This design comes from an exercise in tuning for small area, a short achievable clock period and few clock cycles per item on the open sky130 flow, not from production work.
RTL that was checked went through simulation tests only; none was proved equivalent to the original.
Power is estimated from default activity; no workload was simulated.

before:
// led_matrix_pwm_scanner
module led_matrix_pwm_scanner #(
  parameter int COLUMNS  = lmps_pkg::COLUMNS_DEF,
  parameter int CHANNELS = lmps_pkg::CHANNELS_DEF
) (
  input  logic                              clk,
  input  logic                              rst,
  input  logic                              s_tvalid,
  output logic                              s_tready,
  input  logic [lmps_pkg::IN_DATA_W-1:0]    s_tdata,
  input  logic [lmps_pkg::OP_W-1:0]         s_tuser,
  output logic                              m_tvalid,
  input  logic                              m_tready,
  output logic [lmps_pkg::OUT_DATA_W-1:0]   m_tdata
);
Size: about 750 flip-flops, about 29000 um2 of cells after synthesis.
make LEC_CHECK=0 CAP_MARGIN=20 CORE_MARGIN=2 CORE_UTILIZATION=40 CTS_BUF_LIST=sky130_fd_sc_hd__clkbuf_4 SETUP_SLACK_MARGIN=4.5 SLEW_MARGIN=20 TNS_END_PERCENT=0 finish   # period 7.0 ns
run.sh (not shown) runs the stock make flow with config.mk's settings and CLKGATE_MAP_FILE= SYNTH_SCRIPT=/design/flow/synth_recipe.tcl, a recipe that flattens the netlist after the stock synthesis.
--- input diff before..after ---
Settings: clearing CTS_BUF_LIST, which used to be sky130_fd_sc_hd__clkbuf_4.
Notes after the runs:
Going from before to after, number of cells on the worst reg-to-reg path about even; non-clock buffer total of the final layout rose 33%. after vs. before: core utilization grew by 1.7 points, total routing resource utilization after global routing rose by 2.4 points. [after vs before] worst setup margin: higher in after. after against before: area used by multi-input combinational logic picked up an extra 9.2%, sequential share of layout area lost 2.3 points.
No run of this note included a check of the RTL's function; only the layout flow was run.

========
Another version of the RTL of led_matrix_pwm_scanner (not shown whole).
For scale: about 780 flip-flops, roughly 64 I/O pins, about 30,000 sq um of cells after synthesis.
make LEC_CHECK=0 CAP_MARGIN=20 CORE_MARGIN=2 CORE_UTILIZATION=40 CTS_CLUSTER_DIAMETER=100 CTS_CLUSTER_SIZE=30 SETUP_SLACK_MARGIN=4.5 SLEW_MARGIN=20 TNS_END_PERCENT=0 finish   # period 7.0 ns
Testbench counts at the start, summed over its fixed seeds: cycles 12,016, items 12,000.
Then changed:
SETUP_SLACK_MARGIN = 4.3   (was 4.5)
Sequential share of layout area rose by 0.79 points.
Worst setup slack loses 260 ps.
Via count falls slightly.
Final area went down slightly.
Total power shrinks slightly.
Count of clock-buffer cells in the layout does not change.
First-iteration DRC count grows by a few percent.
Non-clock buffer count came out lower by 19.
Utilization came out lower by 0.50 points.
Critical path depth goes down by 1.
Fmax falls by a little under a tenth.
Then changed:
CTS_CLUSTER_DIAMETER = 60   (was 100)
CTS_CLUSTER_SIZE = 40   (was 30)
SETUP_SLACK_MARGIN = 4.5   (was 4.3)
Result:
- The changed run completed without violations
- count of clock-buffer cells in the layout came out lower by 3
- synthesized cell count is unchanged
- design area came out higher by about 3.7%
- utilization came out higher by 1.6 points
- total power came out higher by about 13%
- first-iteration DRC count came out lower by 2.0%
- flip-flop and latch count is unchanged
- critical path depth came out higher by 1
- final cell count came out higher by about 1.7%
- routed wire length came out higher by about 2.6%
- register-to-register slack gains 260 ps

========
run 1:
Another version of the RTL of led_matrix_pwm_scanner (not shown whole).
Size: roughly 2800 cells after synthesis, about 780 flip-flops, about 64 I/O pins.
Settings: LEC_CHECK=0, ABC_AREA=1, CAP_MARGIN=20, CORE_MARGIN=2, CORE_UTILIZATION=40, CTS_CLUSTER_DIAMETER=100, CTS_CLUSTER_SIZE=30, SETUP_SLACK_MARGIN=4.5, SLEW_MARGIN=20, TNS_END_PERCENT=0; clock period 7.0 ns.
Testbench counts of run 1, summed over its fixed seeds: cycles 12,016, items 12,000.
What run 2 does differently from run 1 at the input level:
-- flow/config.mk --
<<< run 1, line 8
export ABC_AREA = 1
>>> run 2, line 8
<<< run 1, line 14
>>> run 2, line 13
export PLACE_DENSITY = 0.75
Summary of the comparison: data arrival time at the worst-slack endpoint is higher in run 2, relative to run 1.
From run 1 to run 2 the numbers moved as follows: post-CTS setup repair buffer count up 3, gate count of the mapped netlist fell by 1005, layout overhead on the synthesized area grew by 1.3 points, net switching power figure decreased 4.4%, critical path depth rose 4.
Launch point of the worst path: col_oh[1] -> run 2, out_d[6] -> run 1
Looking at net switching share of the total power across run 1 and run 2, the one that comes out lower is run 2.
Diff run 1 -> run 2: sequential fraction of the synthesis area grew by 4.9 points; register-to-register setup slack shrank by 0.05 ns.
Input-level comparison between run 3 and run 2:
-- flow/config.mk --
<<< run 2, line 13
export PLACE_DENSITY = 0.75
export SETUP_SLACK_MARGIN = 4.5
>>> run 3, line 13
export SETUP_SLACK_MARGIN = 4.6
### Flow results
Summary — sequential share of cell area, run 3 relative to run 2: lower, by 0.39 points.
Run 3 vs run 2 — power climbed by a few percent
Looking at clock power, run 3 sits above run 2.
Of the two values seen for kind of critical path, flop to flop was produced by run 2 and flop to output pin by run 3.
Total number of vias went down slightly going from run 2 to run 3.
The worst hold slack on run 3 is in line with that on run 2.

========
led_matrix_pwm_scanner with an RTL version that a note above also has.
Size: ~780 flip-flops, roughly 64 I/O pins.
==> flow/config.mk <==
export PLATFORM = sky130hd
export DESIGN_NAME = led_matrix_pwm_scanner
export DESIGN_NICKNAME = led_matrix_pwm_scanner
export VERILOG_FILES = /design/flow/design.v
export SDC_FILE = /design/flow/constraint.sdc
export NUM_CORES = 4
export LEC_CHECK = 0
export CAP_MARGIN = 20
export CORE_MARGIN = 2
export CORE_UTILIZATION = 40
export CTS_CLUSTER_DIAMETER = 100
export CTS_CLUSTER_SIZE = 30
export SETUP_SLACK_MARGIN = 5
export SLEW_MARGIN = 20
export TNS_END_PERCENT = 0
==> flow/constraint.sdc <==
create_clock -name core_clock -period 7.0 [get_ports {clk}]
set_input_delay 1.4000 -clock core_clock [delete_from_list [all_inputs] [get_ports {clk}]]
set_output_delay 1.4000 -clock core_clock [all_outputs]
set_load 0.01 [all_outputs]
Testbench counts at the start, summed over its fixed seeds: cycles 12,016, items 12,000.
Change:
--- a/flow/config.mk
+++ b/flow/config.mk
@@ -9,6 +9,6 @@
 export CORE_MARGIN = 2
-export CORE_UTILIZATION = 40
+export CORE_UTILIZATION = 65
 export CTS_CLUSTER_DIAMETER = 100
 export CTS_CLUSTER_SIZE = 30
-export SETUP_SLACK_MARGIN = 5
+export SETUP_SLACK_MARGIN = 4.5
 export SLEW_MARGIN = 20
Outcome: Power falls by 1.4%. Die area went down by 38%. Register-to-register slack is better by 0.02 ns. Clock power came out lower by about 5%.

afterwards: timing with drivers on the ports:
In the flow no input, the clock included, has a driving cell. The finished layouts below were timed again as built, in two steps. Step 1, drivers: a clkbuf_16 drives clk and a buf_2 each remaining input, both assumed. Step 2, shift: input delay + t, output delay - t, t = (earliest + latest rising clock arrival at the registers) / 2. This alone moves slack from input paths to output paths. Three values: ideal, step 1, step 2; two values: the first two.
run | t, ns | slack for setup (ns) | hold WS [ns] | latest minus earliest clock arrival (ns) | worst register clock-pin slew, ns
before | 1.067 | 3.881 / 3.861 / 2.841 | 0.467 / 0.467 / 0.467 | 0.049 / 0.050 | 0.08 / 0.08
after | 0.673 | 4.288 / 4.260 / 3.654 | 0.467 / 0.467 / 0.467 | 0.029 / 0.029 | 0.06 / 0.06
the first run of note 2 | 0.684 | 4.339 / 4.276 / 3.741 | 0.479 / 0.479 / 0.479 | 0.021 / 0.022 | 0.12 / 0.12
the second run of note 2 | 0.694 | 4.076 / 4.014 / 3.601 | 0.483 / 0.483 / 0.483 | 0.026 / 0.026 | 0.12 / 0.12
the third run of note 2 | 0.682 | 4.340 / 4.278 / 3.750 | 0.473 / 0.473 / 0.473 | 0.041 / 0.041 | 0.12 / 0.12
run 1 | 0.695 | 4.238 / 4.173 / 3.808 | 0.458 / 0.458 / 0.458 | 0.024 / 0.025 | 0.12 / 0.12
run 2 | 0.701 | 4.289 / 4.246 / 3.710 | 0.484 / 0.484 / 0.484 | 0.034 / 0.033 | 0.12 / 0.12
run 3 | 0.694 | 4.364 / 4.305 / 3.811 | 0.484 / 0.484 / 0.484 | 0.036 / 0.036 | 0.12 / 0.12
the first run of note 4 | 0.682 | 4.233 / 4.172 / 3.793 | 0.478 / 0.478 / 0.478 | 0.025 / 0.025 | 0.12 / 0.12
the second run of note 4 | 0.675 | 4.338 / 4.293 / 3.784 | 0.481 / 0.481 / 0.481 | 0.027 / 0.027 | 0.12 / 0.12
After both steps setup and hold are still met in every run listed. For before, which loses most, drivers alone change the setup slack by -0.020 ns; drivers and shift together by -1.040 ns.
